What follows belongs to an exercise in optimizing a design on an open flow for small area, a short achievable clock period and few clock cycles; a production flow would make more cautious choices. Only simulation tests tie the RTL to the original design; equivalence was not proved. Power figures rest on the tool's default switching activity, not on a simulated workload.

## flow/run.sh

```bash
#!/bin/bash
# synth_recipe.tcl (not shown) runs the flow's synth.tcl, then flattens the netlist and writes it again
# the make line also repeats each setting of config.mk as NAME=value (left out here)
make -C /OpenROAD-flow-scripts/flow DESIGN_CONFIG=/design/flow/config.mk WORK_HOME=/design/flow/orfs CLKGATE_MAP_FILE= SYNTH_SCRIPT=/design/flow/synth_recipe.tcl finish
```

## flow/config.mk

```make
export PLATFORM = sky130hd
export DESIGN_NAME = approximate_substring_match_score
export DESIGN_NICKNAME = approximate_substring_match_score
export VERILOG_FILES = /design/flow/design.v
export SDC_FILE = /design/flow/constraint.sdc
export NUM_CORES = 4
export LEC_CHECK = 0
export ABC_CLOCK_PERIOD_IN_PS = 2000
export CAP_MARGIN = 20
export CORE_MARGIN = 2
export CORE_UTILIZATION = 65
export CTS_CLUSTER_DIAMETER = 60
export CTS_CLUSTER_SIZE = 30
export SETUP_SLACK_MARGIN = 3.4
export SLEW_MARGIN = 20
```

## flow/constraint.sdc

```tcl
create_clock -name core_clock -period 5.5 [get_ports {clk}]
set_input_delay 1.1000 -clock core_clock [delete_from_list [all_inputs] [get_ports {clk}]]
set_output_delay 1.1000 -clock core_clock [all_outputs]
set_load 0.01 [all_outputs]
```

## flow/design.v

```verilog
`timescale 1ns / 1ps
package asms_pkg;
    localparam int CHAR_W   = 8;
    localparam int RESULT_W = 6;
    localparam int MAX_Q    = 32;
    localparam logic CMD_QUERY  = 1'b0;
    localparam logic CMD_SOURCE = 1'b1;
endpackage
`timescale 1ns / 1ps
module asms_cell (
    input  logic                         clk,
    input  logic                         shift_en,
    input  logic                         valid,
    input  logic [asms_pkg::CHAR_W-1:0]  char_in,
    input  logic [asms_pkg::CHAR_W-1:0]  src_char,
    output logic [asms_pkg::CHAR_W-1:0]  char_out,
    output logic                         eq
);
    logic [asms_pkg::CHAR_W-1:0] char_reg;
    always_ff @(posedge clk)
    begin
        if (shift_en)
        begin
            char_reg <= char_in;
        end
    end
    assign eq       = valid && (char_reg == src_char);
    assign char_out = char_reg;
endmodule
`timescale 1ns / 1ps
module approximate_substring_match_score (
    input  logic                clk,
    input  logic                rst_n,
    input  logic                item_valid,
    output logic                item_ready,
    input  logic                command,
    input  logic [asms_pkg::CHAR_W-1:0] char_code,
    input  logic                last_char,
    output logic                result_valid,
    input  logic                result_ready,
    output logic [asms_pkg::RESULT_W-1:0] match_count,
    output logic [asms_pkg::RESULT_W-1:0] min_distance,
    output logic                query_overflow
);
    localparam int N  = asms_pkg::MAX_Q;
    localparam int CW = asms_pkg::CHAR_W;
    localparam int RW = asms_pkg::RESULT_W;
    localparam int NB = 2;           
    localparam int BS = N / NB;      
    logic [1:0] credits;        
    logic [1:0] credits_next;
    logic       busy_q;         
    logic       can_take;
    logic       accept;
    logic       qry_accept;
    logic       src_accept;
    logic       fin_accept;
    logic       pop;
    logic       out_valid;
    logic       out_empty;      
    logic       rv_q;           
    assign can_take   = (credits != 2'd0);
    assign item_ready = !busy_q;
    assign accept     = item_valid && can_take;
    assign qry_accept = accept && (command == asms_pkg::CMD_QUERY);
    assign src_accept = accept && (command == asms_pkg::CMD_SOURCE);
    assign fin_accept = src_accept && last_char;
    assign out_valid  = !out_empty;
    assign pop        = out_valid && result_ready;
    always_comb
    begin
        credits_next = credits;
        if (fin_accept && !pop)
        begin
            credits_next = credits - 2'd1;
        end
        else if (!fin_accept && pop)
        begin
            credits_next = credits + 2'd1;
        end
    end
    always_ff @(posedge clk or negedge rst_n)
    begin
        if (!rst_n)
        begin
            credits <= 2'd2;
            busy_q  <= 1'b0;
        end
        else
        begin
            credits <= credits_next;
            busy_q  <= (credits_next == 2'd0);
        end
    end
    logic          complete_reg;
    logic [RW-1:0] elen_reg;     
    logic          full;
    logic          q_shift;
    logic [CW-1:0] q_char  [0:N];
    logic [CW-1:0] char_r;       
    logic [N-1:0]  eq;
    assign full    = elen_reg[RW-1];
    assign q_shift = qry_accept && (complete_reg || !full);
    assign q_char[N] = char_code;
    genvar g;
    generate
        for (g = 0; g < N; g++)
        begin : g_slot
            asms_cell u_cell (
                .clk       (clk),
                .shift_en  (q_shift),
                .valid     (elen_reg >= RW'(N - g)),
                .char_in   (q_char[g+1]),
                .src_char  ((g < BS) ? char_code : char_r),
                .char_out  (q_char[g]),
                .eq        (eq[g])
            );
        end
    endgenerate
    always_ff @(posedge clk or negedge rst_n)
    begin
        if (!rst_n)
        begin
            complete_reg <= 1'b0;
            elen_reg     <= '0;
        end
        else if (qry_accept)
        begin
            complete_reg <= last_char;
            if (complete_reg)
            begin
                elen_reg <= RW'(1);
            end
            else if (!full)
            begin
                elen_reg <= elen_reg + RW'(1);
            end
        end
    end
    logic         e_v, e_cmd, e_f1, e_f2;
    logic [N-1:0] eq_r;
    always_ff @(posedge clk or negedge rst_n)
    begin
        if (!rst_n)
        begin
            e_v <= 1'b0;
        end
        else
        begin
            e_v <= accept;
        end
    end
    always_ff @(posedge clk)
    begin
        e_cmd <= command;
        e_f1  <= command ? last_char : complete_reg;
        e_f2  <= !complete_reg && full;
        eq_r  <= eq;
        char_r <= char_code;
    end
    logic [NB:0]         t_v, t_cmd, t_f1, t_f2;   
    logic [NB:0]         t_c, t_ph, t_mh;          
    logic [N-1:0]        t_eq;                     
    assign t_v[0]   = e_v;
    assign t_cmd[0] = e_cmd;
    assign t_f1[0]  = e_f1;
    assign t_f2[0]  = e_f2;
    assign t_c[0]   = 1'b0;
    assign t_ph[0]  = 1'b0;
    assign t_mh[0]  = 1'b0;
    assign t_eq = eq_r;
    genvar b;
    generate
        for (b = 0; b < NB; b++)
        begin : g_blk
            logic [BS-1:0] npv_reg, pv_reg, mv_reg;    
            assign pv_reg = ~npv_reg;
            logic [BS-1:0] xv, xh, ph, mh, ph_s, mh_s, pv_n, mv_n;
            logic [BS-1:0] cin;     
            logic          cout;
            always_comb
            begin
                logic [BS:0] gg, pp;
                gg = {t_eq[b*BS +: BS] & pv_reg, t_c[b]};
                pp = {pv_reg, 1'b0};
                for (int s = 1; s <= BS; s = s * 2)
                begin
                    for (int i = BS; i >= s; i--)
                    begin
                        gg[i] = gg[i] | (pp[i] & gg[i-s]);
                        pp[i] = pp[i] & pp[i-s];
                    end
                end
                cin  = gg[BS-1:0];
                cout = gg[BS];
            end
            always_comb
            begin
                xv   = t_eq[b*BS +: BS] | mv_reg;
                xh   = t_eq[b*BS +: BS] | cin;
                ph   = mv_reg | ~(xh | pv_reg);
                mh   = pv_reg & xh;
                ph_s = {ph[BS-2:0], t_ph[b]};
                mh_s = {mh[BS-2:0], t_mh[b]};
                pv_n = mh_s | ~(xv | ph_s);
                mv_n = ph_s & xv;
            end
            logic keep, load;
            assign keep = !t_v[b];
            assign load = t_v[b] && t_cmd[b] && !t_f1[b];
            always_ff @(posedge clk)
            begin
                npv_reg <= (npv_reg & {BS{keep}}) | (~pv_n & {BS{load}});
                mv_reg  <= (mv_reg & {BS{keep}}) | (mv_n & {BS{load}});
            end
            always_ff @(posedge clk or negedge rst_n)
            begin
                if (!rst_n)
                begin
                    t_v[b+1] <= 1'b0;
                end
                else
                begin
                    t_v[b+1] <= t_v[b];
                end
            end
            always_ff @(posedge clk)
            begin
                t_cmd[b+1] <= t_cmd[b];
                t_f1[b+1]  <= t_f1[b];
                t_f2[b+1]  <= t_f2[b];
                t_c[b+1]   <= cout;
                t_ph[b+1]  <= ph[BS-1];
                t_mh[b+1]  <= mh[BS-1];
            end
        end
    endgenerate
    logic m_v, m_cmd, m_f1, m_f2, m_ph, m_mh;
    logic qz_reg;     
    assign m_v   = t_v[NB];
    assign m_cmd = t_cmd[NB];
    assign m_f1  = t_f1[NB];
    assign m_f2  = t_f2[NB];
    assign m_ph  = t_ph[NB] && !qz_reg;
    assign m_mh  = t_mh[NB] && !qz_reg;
    logic [RW-1:0] qlen_reg;    
    logic          ovf_reg;
    logic [RW-1:0] gap_reg;     
    logic          gz_reg;      
    logic [RW-1:0] best_reg;    
    logic [RW-1:0] mbest_reg;   
    logic          parked;      
    logic          dec;
    logic          push;
    logic          full_out;
    logic          unpark;
    logic [RW-1:0] new_match, new_dist;
    assign dec       = m_mh && gz_reg;
    assign push      = m_v && m_cmd && m_f1;
    assign full_out  = out_valid && !pop;
    assign unpark    = pop && parked;
    assign new_match = mbest_reg + RW'(dec);
    assign new_dist  = best_reg - RW'(dec);
    always_ff @(posedge clk or negedge rst_n)
    begin
        if (!rst_n)
        begin
            qlen_reg  <= '0;
            qz_reg    <= 1'b1;
            ovf_reg   <= 1'b0;
            gap_reg   <= '0;
            gz_reg    <= 1'b1;
            best_reg  <= '0;
            mbest_reg <= '0;
            parked    <= 1'b0;
        end
        else if (unpark)
        begin
            parked    <= 1'b0;
            gap_reg   <= '0;
            gz_reg    <= 1'b1;
            best_reg  <= qlen_reg;
            mbest_reg <= '0;
        end
        else if (m_v)
        begin
            if (!m_cmd)
            begin
                qz_reg <= 1'b0;
                if (m_f1)
                begin
                    qlen_reg <= RW'(1);
                    best_reg <= RW'(1);
                    ovf_reg  <= 1'b0;
                end
                else if (m_f2)
                begin
                    best_reg <= qlen_reg;
                    ovf_reg  <= 1'b1;
                end
                else
                begin
                    qlen_reg <= qlen_reg + RW'(1);
                    best_reg <= qlen_reg + RW'(1);
                end
                gap_reg   <= '0;
                gz_reg    <= 1'b1;
                mbest_reg <= '0;
            end
            else if (m_f1 && !full_out)
            begin
                gap_reg   <= '0;
                gz_reg    <= 1'b1;
                best_reg  <= qlen_reg;
                mbest_reg <= '0;
            end
            else
            begin
                parked    <= m_f1;
                best_reg  <= new_dist;
                mbest_reg <= new_match;
                if (m_ph)
                begin
                    gap_reg <= gap_reg + RW'(1);
                    gz_reg  <= 1'b0;
                end
                else if (m_mh && !gz_reg)
                begin
                    gap_reg <= gap_reg - RW'(1);
                    gz_reg  <= (gap_reg == RW'(1));
                end
            end
        end
    end
    logic [RW-1:0] out_match, out_dist;
    logic          out_ovf;
    always_ff @(posedge clk or negedge rst_n)
    begin
        if (!rst_n)
        begin
            out_empty <= 1'b1;
            rv_q      <= 1'b0;
        end
        else
        begin
            out_empty <= !(full_out || push || unpark);
            rv_q      <= full_out || push || unpark;
        end
    end
    logic take_new, hold;
    assign take_new = !out_valid || (pop && !parked);
    assign hold     = full_out;
    always_ff @(posedge clk)
    begin
        out_match <= (mbest_reg & {RW{unpark}}) | (new_match & {RW{take_new}}) |
                     (out_match & {RW{hold}});
        out_dist  <= (best_reg & {RW{unpark}}) | (new_dist & {RW{take_new}}) |
                     (out_dist & {RW{hold}});
        out_ovf   <= (ovf_reg & unpark) | (ovf_reg & take_new) | (out_ovf & hold);
    end
    assign result_valid   = rv_q;
    assign match_count    = out_match;
    assign min_distance   = out_dist;
    assign query_overflow = out_ovf;
endmodule
```

==> results.ini, run 1 <==
[global_route]
grt_pass1_vias=12200
grt.total_usage_pct=27.3
grt_max_degree=78
antenna_found_initial=0
grt_overflow=0
grt_first_pass_wirelength_mm=65.2

[synth]
ys_async_sr_fraction_pct=10.0
synthDistinctLibCells=70
yosysSeqAreaShare_pct=61.4
syn_area_mm2=0.0186
synth_nets=1604
synth_flop_cell=edfxtp_1
yosysTopAreaCellShare_pct=41.4
synthCells=1578
synth_common_cells=edfxtp_1, xnor2_1, dfxtp_1
synth_edf_count=256
yosysTopAreaCell=edfxtp_1
synth_area_leaders=edfxtp_1, dfxtp_1, xnor2_1, dfrtp_1, xor2_1
synth.most_common_cell=edfxtp_1
ys_ff_latch=430
syn_area_per_cell_um2=11.8
ys_warn_count=4

[detailed_routing]
routed_wl_mm=41.4
wire_per_inst_um=20.3
route.vias.total=12500
vias_per_cell=6.10
drtIter0Drc=1145
drc=0
first_pass_iters=5
ant_nets=0

[worst_setup_path]
arrival_ns=2.74
worst_setup_path_end_kind=flop
worstPathMaxFanout=2
path_class=reg2reg
critPathRequiredTime_ns=5.91
r2r_setup_slack_ns=3.17
startpoint_type=flop

[layout]
largest_register_ffs=256
seq_area_mm2=0.0114
diodes=0
final_nets=1667
layout-drive-gt1-share_pct=15.9
nFillCells=1811
area_growth_pct=15.5
layout.cells.non_filler=2044
multi_input_area_mm2=0.00708

[sta]
rsz0062_at_grt=true
tightest_slew_ns=0.794
finalCriticalPeriod_ns=2.33
hold_slack_ns=0.340
finalHoldViolations=0
fin_skew_ns=0.0176
fmax_mhz=428
relSlewSlack_pct=46.9
slew_viol_final=0
setup_viol=0
min_period_over_period_pct=42.4

[place]
gp_congestion=0.858
place_inst=1930
portBuffers=28
place.detailed.hpwl_mm=26.1

[die]
die_h_um=173
design.core.area_mm2=0.0279
io_pins=29
start_util_pct=66.4
die-area_mm2=0.0299
rows=61
die_w_um=173

[power]
static-leakage-power_nw=7.43
ir_drop_uv=309
cellPowerDensity_mw_per_mm2=397

[min_path]
hold_class=reg2reg

[clock_tree]
cts_tree=built
clkLatencyLatePin_ns=0.52
cts_buffers=35
cts_root_buf=clkbuf_16
cts_max_path_buffers=3
cts_sinks=430
path_clk_slew_ns=0.08
cts_max_level=2

[outcome]
outcome=complete, no violations

[job]
drv_cap=0

==> placed cells by master (no fill, tap or decap), drive strengths merged, types with 12 or more instances in the layout <==
master	Yosys	final
inv	58	70
or3	18	18
nand3	18	18
nor2	91	91
nor2b	21	21
dfxtp	131	131
a31oi	22	22
nand2b	16	16
xor2	76	76
o21ai	79	79
dfrtp	39	39
nand2	62	62
nand4	44	44
buf	9	91
xnor2	193	193
clkbuf	66	44
a21oi	122	122
ha	12	12
nor3	52	52
edfxtp	256	256
nor4	30	30
==> worst max-delay path, cell delays in order, from the launching register on <==
cell	delay [ns]
dfxtp_4	0.34
or3_4	0.38
or3_4	0.34
o41a_1	0.39
a31oi_4	0.19
o41ai_2	0.10
maj3_2	0.30
a22o_1	0.19
==> worst paths after layout <==
kind                                        startpoint                           end  cells after the start
setup / recovery           g_blk[1].npv_reg[8]$_DFF_P_  g_blk[1].npv_reg[14]$_DFF_P_                      7
hold / removal                         t_f2[1]$_DFF_P_               t_f2[2]$_DFF_P_                      0
setup reg to reg           g_blk[1].npv_reg[8]$_DFF_P_  g_blk[1].npv_reg[14]$_DFF_P_                      7
hold reg to reg                        t_f2[1]$_DFF_P_               t_f2[2]$_DFF_P_                      0
max in group asynchronous                        rst_n              t_v[2]$_DFF_PN0_                      1
min in group asynchronous                        rst_n                 e_v$_DFF_PN0_                      1
==> power breakdown <==
group          switching (W)  internal, W
Sequential          0.000420      0.00391
Combinational       0.000957     0.000752
Clock                0.00123      0.00124
Total                0.00261      0.00591
==> metrics by stage <==
| stage | worst slack [ns] | power (W) | TNS, ns | utilization [%] | instance area [µm²] |
|---|---|---|---|---|---|
| floorplan | -0.262 | 0.00535 | -27.27 | - | 18800 |
| global route | 3.10 | 0.00885 | 0 | 76.7 | 21400 |
| global placement | 1.73 | 0.00577 | 0 | 69.1 | 19300 |
| CTS | 3.20 | 0.00844 | 0 | 75.6 | 21100 |
| finish | 3.17 | 0.00852 | 0 | 76.7 | 21400 |
| detailed placement | 1.65 | 0.00582 | 0 | 69.1 | 19300 |
==> metal layers <==
| metal | up-vias | GRT usage, % | share of wire (%) |
|---|---|---|---|
| met5 | - | 0 | 0 |
| met4 | 0 | 6.92 | 2.3 |
| met3 | 71 | 3.89 | 4.9 |
| met2 | 389 | 44.8 | 48 |
| met1 | 6182 | 38.6 | 45 |
| li1 | 5825 | - | - |
==> area by class of cell <==
class                      instances  share of cell area [%]
timing repair buffer             101                    5.14
inverter                          59                    1.07
multi-input combinational       1014                    33.0
clock inverter                    22                   0.952
tap                              378                    2.21
clock buffer                      40                    4.22
sequential                       430                    53.4
==> what timing repair did <==
item | 4_1_cts | 5_1_grt
hold buffers | 0 | 0
buffers inserted | 29 | 12
gates resized for setup | 172 | 61
setup endpoints to repair | 378 | 125
pin swaps | 19 | 23
cloned | 9 | 2
==> logic make-up after synthesis <==
group | synth area share, %
flops | 61.4
simple gates | 10.7
compound gates | 11.2
xor+xnor | 12.7
buf+inv | 2.71
fa+ha+maj | 0.924
mux | 0.391
Testbench counts, summed over its fixed seeds: cycles 7,501.
==> inputs of run 2 (changes only) <==
--- a/flow/design.v
+++ b/flow/design.v
@@ -173,45 +173,62 @@
     generate
         for (b = 0; b < NB; b++)
         begin : g_blk
-            logic [BS-1:0] npv_reg, pv_reg, mv_reg;    
-            assign pv_reg = ~npv_reg;
-            logic [BS-1:0] xv, xh, ph, mh, ph_s, mh_s, pv_n, mv_n;
+            logic [BS-1:0] pv_reg, mv_reg;
             logic [BS-1:0] cin;     
             logic          cout;
             always_comb
             begin
-                logic [BS:0] gg, pp;
-                gg = {t_eq[b*BS +: BS] & pv_reg, t_c[b]};
-                pp = {pv_reg, 1'b0};
-                for (int s = 1; s <= BS; s = s * 2)
+                logic [BS-1:0] gg, pp;
+                gg = t_eq[b*BS +: BS] & pv_reg;
+                pp = pv_reg;
+                gg[0] = gg[0] | (pp[0] & t_c[b]);
+                for (int l = 0; (1 << l) < BS; l++)
                 begin
-                    for (int i = BS; i >= s; i--)
+                    for (int i = BS - 1; i >= 0; i--)
                     begin
-                        gg[i] = gg[i] | (pp[i] & gg[i-s]);
-                        pp[i] = pp[i] & pp[i-s];
+                        if (((i >> l) & 1) == 1)
+                        begin
+                            gg[i] = gg[i] | (pp[i] & gg[((i >> l) << l) - 1]);
+                            pp[i] = pp[i] & pp[((i >> l) << l) - 1];
+                        end
                     end
                 end
-                cin  = gg[BS-1:0];
-                cout = gg[BS];
+                cin  = {gg[BS-2:0], t_c[b]};
+                cout = gg[BS-1];
             end
+            logic [BS-1:0] eqb, ph1, mh1, ph0, mh0, xv;
+            logic [BS-1:0] ph_in1, mh_in1, ph_in0, mh_in0, sel;
+            logic [BS-1:0] pv1, pv0, mv1, mv0;
+            logic          keep, load;
+            assign keep = !t_v[b];
+            assign load = t_v[b] && t_cmd[b] && !t_f1[b];
             always_comb
             begin
-                xv   = t_eq[b*BS +: BS] | mv_reg;
-                xh   = t_eq[b*BS +: BS] | cin;
-                ph   = mv_reg | ~(xh | pv_reg);
-                mh   = pv_reg & xh;
-                ph_s = {ph[BS-2:0], t_ph[b]};
-                mh_s = {mh[BS-2:0], t_mh[b]};
-                pv_n = mh_s | ~(xv | ph_s);
-                mv_n = ph_s & xv;
+                eqb = t_eq[b*BS +: BS];
+                xv  = eqb | mv_reg;
+                ph1 = mv_reg;
+                mh1 = pv_reg;
+                ph0 = mv_reg | ~(eqb | pv_reg);
+                mh0 = pv_reg & eqb;
+                ph_in1 = {ph1[BS-2:0], t_ph[b]};
+                mh_in1 = {mh1[BS-2:0], t_mh[b]};
+                ph_in0 = {ph0[BS-2:0], t_ph[b]};
+                mh_in0 = {mh0[BS-2:0], t_mh[b]};
+                sel    = {cin[BS-2:0], 1'b0};
+                pv1 = (pv_reg & {BS{keep}}) | ((mh_in1 | ~(xv | ph_in1)) & {BS{load}}) |
+                      {BS{!keep && !load}};
+                pv0 = (pv_reg & {BS{keep}}) | ((mh_in0 | ~(xv | ph_in0)) & {BS{load}}) |
+                      {BS{!keep && !load}};
+                mv1  = (mv_reg & {BS{keep}}) | (ph_in1 & xv & {BS{load}});
+                mv0  = (mv_reg & {BS{keep}}) | (ph_in0 & xv & {BS{load}});
             end
-            logic keep, load;
-            assign keep = !t_v[b];
-            assign load = t_v[b] && t_cmd[b] && !t_f1[b];
             always_ff @(posedge clk)
             begin
-                npv_reg <= (npv_reg & {BS{keep}}) | (~pv_n & {BS{load}});
-                mv_reg  <= (mv_reg & {BS{keep}}) | (mv_n & {BS{load}});
+                for (int i = 0; i < BS; i++)
+                begin
+                    pv_reg[i]  <= sel[i] ? pv1[i] : pv0[i];
+                    mv_reg[i]  <= sel[i] ? mv1[i] : mv0[i];
+                end
             end
             always_ff @(posedge clk or negedge rst_n)
             begin
@@ -230,8 +247,8 @@
                 t_f1[b+1]  <= t_f1[b];
                 t_f2[b+1]  <= t_f2[b];
                 t_c[b+1]   <= cout;
-                t_ph[b+1]  <= ph[BS-1];
-                t_mh[b+1]  <= mh[BS-1];
+                t_ph[b+1]  <= cin[BS-1] ? ph1[BS-1] : ph0[BS-1];
+                t_mh[b+1]  <= cin[BS-1] ? mh1[BS-1] : mh0[BS-1];
             end
         end
     endgenerate
@@ -246,7 +263,7 @@
     logic [RW-1:0] qlen_reg;    
     logic          ovf_reg;
     logic [RW-1:0] gap_reg;     
-    logic          gz_reg;      
+    logic          gnz_reg;     
     logic [RW-1:0] best_reg;    
     logic [RW-1:0] mbest_reg;   
     logic          parked;      
@@ -255,12 +272,12 @@
     logic          full_out;
     logic          unpark;
     logic [RW-1:0] new_match, new_dist;
-    assign dec       = m_mh && gz_reg;
+    assign dec       = m_mh && !gnz_reg;
     assign push      = m_v && m_cmd && m_f1;
     assign full_out  = out_valid && !pop;
     assign unpark    = pop && parked;
-    assign new_match = mbest_reg + RW'(dec);
-    assign new_dist  = best_reg - RW'(dec);
+    assign new_match = dec ? (mbest_reg + RW'(1)) : mbest_reg;
+    assign new_dist  = dec ? (best_reg - RW'(1)) : best_reg;
     always_ff @(posedge clk or negedge rst_n)
     begin
         if (!rst_n)
@@ -269,7 +286,7 @@
             qz_reg    <= 1'b1;
             ovf_reg   <= 1'b0;
             gap_reg   <= '0;
-            gz_reg    <= 1'b1;
+            gnz_reg   <= 1'b0;
             best_reg  <= '0;
             mbest_reg <= '0;
             parked    <= 1'b0;
@@ -278,7 +295,7 @@
         begin
             parked    <= 1'b0;
             gap_reg   <= '0;
-            gz_reg    <= 1'b1;
+            gnz_reg   <= 1'b0;
             best_reg  <= qlen_reg;
             mbest_reg <= '0;
         end
@@ -304,13 +321,13 @@
                     best_reg <= qlen_reg + RW'(1);
                 end
                 gap_reg   <= '0;
-                gz_reg    <= 1'b1;
+                gnz_reg   <= 1'b0;
                 mbest_reg <= '0;
             end
             else if (m_f1 && !full_out)
             begin
                 gap_reg   <= '0;
-                gz_reg    <= 1'b1;
+                gnz_reg   <= 1'b0;
                 best_reg  <= qlen_reg;
                 mbest_reg <= '0;
             end
@@ -322,12 +339,12 @@
                 if (m_ph)
                 begin
                     gap_reg <= gap_reg + RW'(1);
-                    gz_reg  <= 1'b0;
+                    gnz_reg <= 1'b1;
                 end
-                else if (m_mh && !gz_reg)
+                else if (m_mh && gnz_reg)
                 begin
                     gap_reg <= gap_reg - RW'(1);
-                    gz_reg  <= (gap_reg == RW'(1));
+                    gnz_reg <= (gap_reg != RW'(1));
                 end
             end
         end
--- a/flow/config.mk
+++ b/flow/config.mk
@@ -9,7 +9,7 @@
 export CAP_MARGIN = 20
 export CORE_MARGIN = 2
 export CORE_UTILIZATION = 65
-export CTS_CLUSTER_DIAMETER = 60
+export CTS_CLUSTER_DIAMETER = 100
 export CTS_CLUSTER_SIZE = 30
 export SETUP_SLACK_MARGIN = 3.4
 export SLEW_MARGIN = 20
==> results.ini, run 2 <==
[outcome]
outcome=complete, no violations

[synth]
synth_common_cells=edfxtp_1, xnor2_1, dfxtp_1
synth.most_common_cell=edfxtp_1
yosysTopAreaCell=edfxtp_1
synthCells=1559
syn_area_mm2=0.0187
synth_flop_cell=edfxtp_1
syn_area_per_cell_um2=12.0
synth_area_leaders=edfxtp_1, dfxtp_1, xnor2_1, dfrtp_1, xor2_1
synthDistinctLibCells=78
ys_ff_latch=430
ys_warn_count=4
ys_async_sr_fraction_pct=10.0
synth_edf_count=256
yosysSeqAreaShare_pct=61.0
synth_nets=1583
yosysTopAreaCellShare_pct=41.2

[place]
portBuffers=28
pre_cts_ws_ns=1.85
place.detailed.hpwl_mm=25.8
gp_congestion=0.801

[worst_setup_path]
r2r_setup_slack_ns=3.41
path_class=reg2out
rr_startpoint=parked$_DFFE_PN0P_
worstPathMaxFanout=1
critical_path.startpoint=busy_q$_DFF_PN0_
worstRegToRegCells=6
arrival_ns=1.08
worst_setup_path_end_kind=primary output
startpoint_type=flop
reg2reg_to=best_reg[5]$_DFFE_PN0P_
critPathRequiredTime_ns=4.40

[clock_tree]
holdBufCountCts=0
cts_max_level=1
cts_tree=built
cts_sinks=430
cts_max_path_buffers=3
cts_buffers=18
cts_root_buf=clkbuf_16
path_clk_slew_ns=0.11
clkLatencyLatePin_ns=0.54

[layout]
final_common_cell=edfxtp_1
final_cell_mix=edfxtp_1, xnor2_1, dfxtp_1
nFillCells=1979
area_growth_pct=11.8
fin_util_pct=73.3
largest_register_ffs=256
layout-drive-gt1-share_pct=12.1
final_nets=1631

[sta]
slew_viol_final=0
min_period_over_period_pct=39.7
setup_viol=0
finalWorstSetupSlack_ns=3.32
fin_skew_ns=0.0232
tightest_slew_ns=0.966
rsz0062_at_grt=true
finalHoldViolations=0
hold_slack_ns=0.345
tns_ns=0
finalCriticalPeriod_ns=2.18
fmax_mhz=458
relSlewSlack_pct=35.5

[die]
io_pins=29
rows=62
design.core.area_mm2=0.0285
die_h_um=173
die-area_mm2=0.0301
die_w_um=173
start_util_pct=65.6

[global_route]
grt_first_pass_wirelength_mm=63.6
grt_max_degree=51
grt.total_usage_pct=26.5
grt_overflow=0
grt_pass1_vias=11700
antenna_found_initial=0

[detailed_routing]
routed_wl_mm=40.3
drtIter0Drc=1308
first_pass_iters=6
wire_per_inst_um=20.1
route.vias.total=12300
drc=0
ant_nets=0
vias_per_cell=6.14

[min_path]
min_delay_path_depth=0
hp-start=t_f2[1]$_DFF_P_
hold-path-endpoint=t_f2[2]$_DFF_P_
hold_class=reg2reg

[power]
static-leakage-power_nw=7.29
finalPower_w=0.00803
cellPowerDensity_mw_per_mm2=385
ir_drop_uv=292

[job]
drv_cap=0

[run 2: cell types whose count changed after synthesis, moves of 7 or more]
| cell | delta |
|---|---|
| nor2_1 | -16 |
| o21a_1 | +7 |
| or3_1 | -9 |
| nand2_1 | -13 |
| nor4_1 | -7 |
| nor3_1 | +21 |
| inv_1 | -16 |
| and2_1 | -8 |
| a21oi_1 | -20 |
| o22a_1 | +12 |
| a21o_1 | +7 |
[run 2: report_power, final]
group / switching, W / internal (W)
logic: 0.00105 / 0.000871
clock network: 0.000962 / 0.000665
registers: 0.000499 / 0.00398
total: 0.00251 / 0.00552
[run 2: through the flow]
stage	instances	area [µm²]
final	2003	20900
after global routing	2002	20900
after CTS	1989	20700
after detailed placement	1910	19400
after global placement	1910	19400
after floorplan	1559	18800
[run 2: kinds of logic (layout without fill, tap and decap cells)]
kind of cell	count (synthesis)	in the layout	synth area share (%)
DFF	430	430	61.0
adders and majority gates	15	15	0.938
other	0	1	0
buffers and inverters	130	187	2.65
xor gates and xnor gates	273	273	12.8
and+or+nand+nor	354	355	9.95
AOI/OAI and AO/OA	349	350	12.2
muxes	8	8	0.483
[run 2: worst max-delay path by stage]
stage	endpoint	slack (ns)	cells after the start
4_1_cts	item_ready	3.28	2
3_5_place_dp	g_slot[1].u_cell.char_reg[5]$_DFFE_PP_	1.85	5
3_3_place_gp	g_slot[0].u_cell.char_reg[5]$_DFFE_PP_	1.88	5
6_report	item_ready	3.32	2
2_1_floorplan	g_slot[0].u_cell.char_reg[0]$_DFFE_PP_	-0.15	4
5_1_grt	item_ready	3.27	2
[run 2: what timing repair did]
action / CTS / global route
cloned: 6 / 1
hold endpoints to repair: 0 / 0
buffers inserted: 42 / 12
pin swaps: 7 / 7
endpoints found under the setup margin: 329 / 90
resized for setup: 143 / 21
[run 2: critical path: stages (launching register included)]
cell and delay (ns):
dfrtp_1 0.38, inv_1 0.06, buf_2 0.12
[run 2: layer usage]
metal	GRT usage (%)	share of wire, %	vias to the layer above
li1	-	-	5787
met1	39.0	45	6084
met2	43.9	48	389
met3	2.92	5.9	33
met4	4.24	1.2	0
met5	0	0	-
[run 2: cell type report]
class                           count  area (µm²)  share of cell area [%]
Tap cell                          384         480                    2.30
Clock buffer                       28         509                    2.44
Multi-Input combinational cell   1001        6930                    33.2
Antenna cell                        1        2.50                  0.0120
Timing Repair Buffer              114        1330                    6.39
Clock inverter                      3        36.3                   0.174
Sequential cell                   430       11400                    54.7
Inverter                           42         158                   0.755
Testbench counts of run 2, summed over its fixed seeds: cycles 7,501.
==> inputs of run 3 (changes only) <==
--- a/flow/config.mk
+++ b/flow/config.mk
@@ -11,5 +11,6 @@
 export CORE_UTILIZATION = 65
 export CTS_CLUSTER_DIAMETER = 100
 export CTS_CLUSTER_SIZE = 30
-export SETUP_SLACK_MARGIN = 3.4
+export PLACE_DENSITY = 0.75
+export SETUP_SLACK_MARGIN = 3.3
 export SLEW_MARGIN = 20
==> results.ini, run 3 <==
[synth]
synth_edf_count=256
synth_common_cells=edfxtp_1, xnor2_1, dfxtp_1
syn_area_mm2=0.0187
synth_nets=1583
synthDistinctLibCells=78
ys_ff_latch=430
ys_warn_count=4
synthCells=1559
ys_async_sr_fraction_pct=10.0
yosysTopAreaCell=edfxtp_1
synth_area_leaders=edfxtp_1, dfxtp_1, xnor2_1, dfrtp_1, xor2_1
yosysSeqAreaShare_pct=61.0
yosysTopAreaCellShare_pct=41.2
synth_flop_cell=edfxtp_1
synth.most_common_cell=edfxtp_1
syn_area_per_cell_um2=12.0

[sta]
fin_skew_ns=0.0397
rsz0062_at_grt=true
min_period_over_period_pct=40.3
relSlewSlack_pct=31.8
finalHoldViolations=0
fmax_mhz=451
finalCriticalPeriod_ns=2.22
setup_viol=0
finalWorstSetupSlack_ns=3.28
slew_viol_final=0
tightest_slew_ns=1.02

[power]
internal_power_w=0.00547
ir_drop_uv=287
swShare_pct=31.2
cellPowerDensity_mw_per_mm2=388
power_frac_seq_pct=56.2
static-leakage-power_nw=7.15
combinationalPowerShare_pct=22.9
p_clk_share_pct=21.0
p_switching_w=0.00248

[layout]
layout-drive-gt1-share_pct=10.3
diodes=0
multi_input_area_mm2=0.00690
largest_register_ffs=256
nFillCells=1984
final_common_cell=edfxtp_1
final_cell_mix=edfxtp_1, xnor2_1, dfxtp_1
fin_area_mm2=0.0205
area_growth_pct=9.85
seq_area_mm2=0.0114
fin_util_pct=72.0
final_nets=1611

[place]
pre_cts_ws_ns=1.77
gp_congestion=0.798
place.detailed.hpwl_mm=25.3
post_dp_cell_area_mm2=0.0193
portBuffers=28

[detailed_routing]
first_pass_iters=7
wire_per_inst_um=20.0
ant_nets=0
drtIter0Drc=1341
routed_wl_mm=39.7
route.vias.total=12200
drc=0
vias_per_cell=6.15

[die]
rows=62
start_util_pct=65.6
die-area_mm2=0.0301
die_h_um=173
io_pins=29
design.core.area_mm2=0.0285
die_w_um=173

[clock_tree]
cts_buffers=18
cts_max_level=1
clkLatencyLatePin_ns=0.56
holdBufCountCts=0
path_clk_slew_ns=0.11
cts_tree=built
cts_root_buf=clkbuf_16
cts_max_path_buffers=3
cts_sinks=430

[min_path]
hold_class=reg2reg

[worst_setup_path]
startpoint_type=flop
critPathRequiredTime_ns=4.40
worstPathMaxFanout=1
arrival_ns=1.12
path_class=reg2out
worst_setup_path_end_kind=primary output

[global_route]
antenna_found_initial=1
grt_max_degree=58
grt_overflow=0
grt.total_usage_pct=26.3
grt_pass1_vias=11900
grt_first_pass_wirelength_mm=63.4

[outcome]
outcome=complete, no violations

[job]
drv_cap=0

-- run 3: cell counts after synthesis --
No cell type changed its count.
-- run 3: layer usage --
layer	wire length [µm]	up-vias	part of all wire [%]	GRT usage (%)
met5	0	-	0	0
met4	635	0	1.6	5.23
met3	2230	44	5.6	2.61
met2	19600	386	49	44.6
met1	17200	6022	43	37.6
li1	-	5748	-	-
-- run 3: path summary, 6_finish.rpt --
kind | cells after the start | startpoint | slack, ns | to
min in group asynchronous | 1 | rst_n | 0.71 | busy_q$_DFF_PN0_
max in group asynchronous | 1 | rst_n | 4.11 | elen_reg[1]$_DFFE_PN0P_
setup reg to reg | 6 | elen_reg[0]$_DFFE_PN0P_ | 3.38 | eq_r[31]$_DFF_P_
setup / recovery | 2 | busy_q$_DFF_PN0_ | 3.28 | item_ready
hold reg to reg | 0 | t_f2[1]$_DFF_P_ | 0.35 | t_f2[2]$_DFF_P_
hold / removal | 0 | t_f2[1]$_DFF_P_ | 0.35 | t_f2[2]$_DFF_P_
-- run 3: final cells by class --
cell class | count | share of cell area, %
Sequential cell | 430 | 55.6
Multi-Input combinational cell | 1000 | 33.6
Timing Repair Buffer | 95 | 4.91
Clock buffer | 28 | 2.38
Tap cell | 384 | 2.34
Inverter | 42 | 0.769
Clock inverter | 4 | 0.323
-- run 3: stage by stage --
step / std cells / hold slack, ns / TNS, ns / power [W]
floorplan: 1559 / 0.310 / -39.09 / 0.00565
global placement: 1903 / 0.317 / 0 / 0.00609
detailed placement: 1903 / 0.316 / 0 / 0.00615
CTS: 1963 / 0.343 / 0 / 0.00792
global route: 1983 / 0.350 / 0 / 0.00832
finish: 1983 / 0.347 / 0 / 0.00795
-- run 3: worst max-delay path: stages, from the launching register on --
cell and delay (ns):
dfrtp_1 0.40, inv_2 0.07, buf_6 0.10
-- run 3: repair_timing --
| item | in CTS | in global routing |
|---|---|---|
| buffers inserted | 22 | 19 |
| setup endpoints to repair | 322 | 220 |
| gates resized for setup | 102 | 31 |
| pin swaps | 3 | 5 |
| cloned | 6 | 1 |
-- run 3: power groups by stage --
| stage | combinational [W] | sequential [W] | clock, W |
|---|---|---|---|
| finish | 0.00182 | 0.00446 | 0.00167 |
| floorplan | 0.00131 | 0.00434 | 0 |
| CTS | 0.00178 | 0.00445 | 0.00169 |
| global route | 0.00201 | 0.00453 | 0.00178 |
| detailed placement | 0.00162 | 0.00453 | 0 |
| global placement | 0.00158 | 0.00451 | 0 |
-- run 3: kinds of logic (layout without fill, tap and decap cells) --
family | count (synthesis) | count (layout) | synth area share [%]
fa+ha+maj | 15 | 15 | 0.938
xor+xnor | 273 | 273 | 12.8
buf+inv | 130 | 169 | 2.65
flops | 430 | 430 | 61.0
simple gates | 354 | 354 | 9.95
compound gates | 349 | 350 | 12.2
mux | 8 | 8 | 0.483

## separate check: timing with driven ports
In the flow no input, the clock included, has a driving cell. The finished layouts below were timed again as built, in two steps.
Step 1 (the two cells are an assumption about what drives the block):
set clk [get_ports {clk}]
set_driving_cell -lib_cell sky130_fd_sc_hd__clkbuf_16 $clk
set_driving_cell -lib_cell sky130_fd_sc_hd__buf_2 [delete_from_list [all_inputs] $clk]
Step 2, shift: input delay + t, output delay - t, t = (earliest + latest rising clock arrival at the registers) / 2. This alone moves slack from input paths to output paths.
a / b / c = no drivers / after step 1 / after step 2; a / b = the first two.
| run | t, ns | slack for setup (ns) | worst data-port slew with drivers (ns) |
|---|---|---|---|
| run 1 | 0.567 | 3.166 / 3.166 / 2.805 | 0.13 |
| run 2 | 0.583 | 3.318 / 3.267 / 2.808 | 0.05 |
| run 3 | 0.593 | 3.284 / 3.233 / 2.766 | 0.07 |
After both steps setup and hold are still met in every run listed. The setup slack of run 3, which loses most, moves by -0.051 ns with the drivers and by -0.518 ns with both steps.
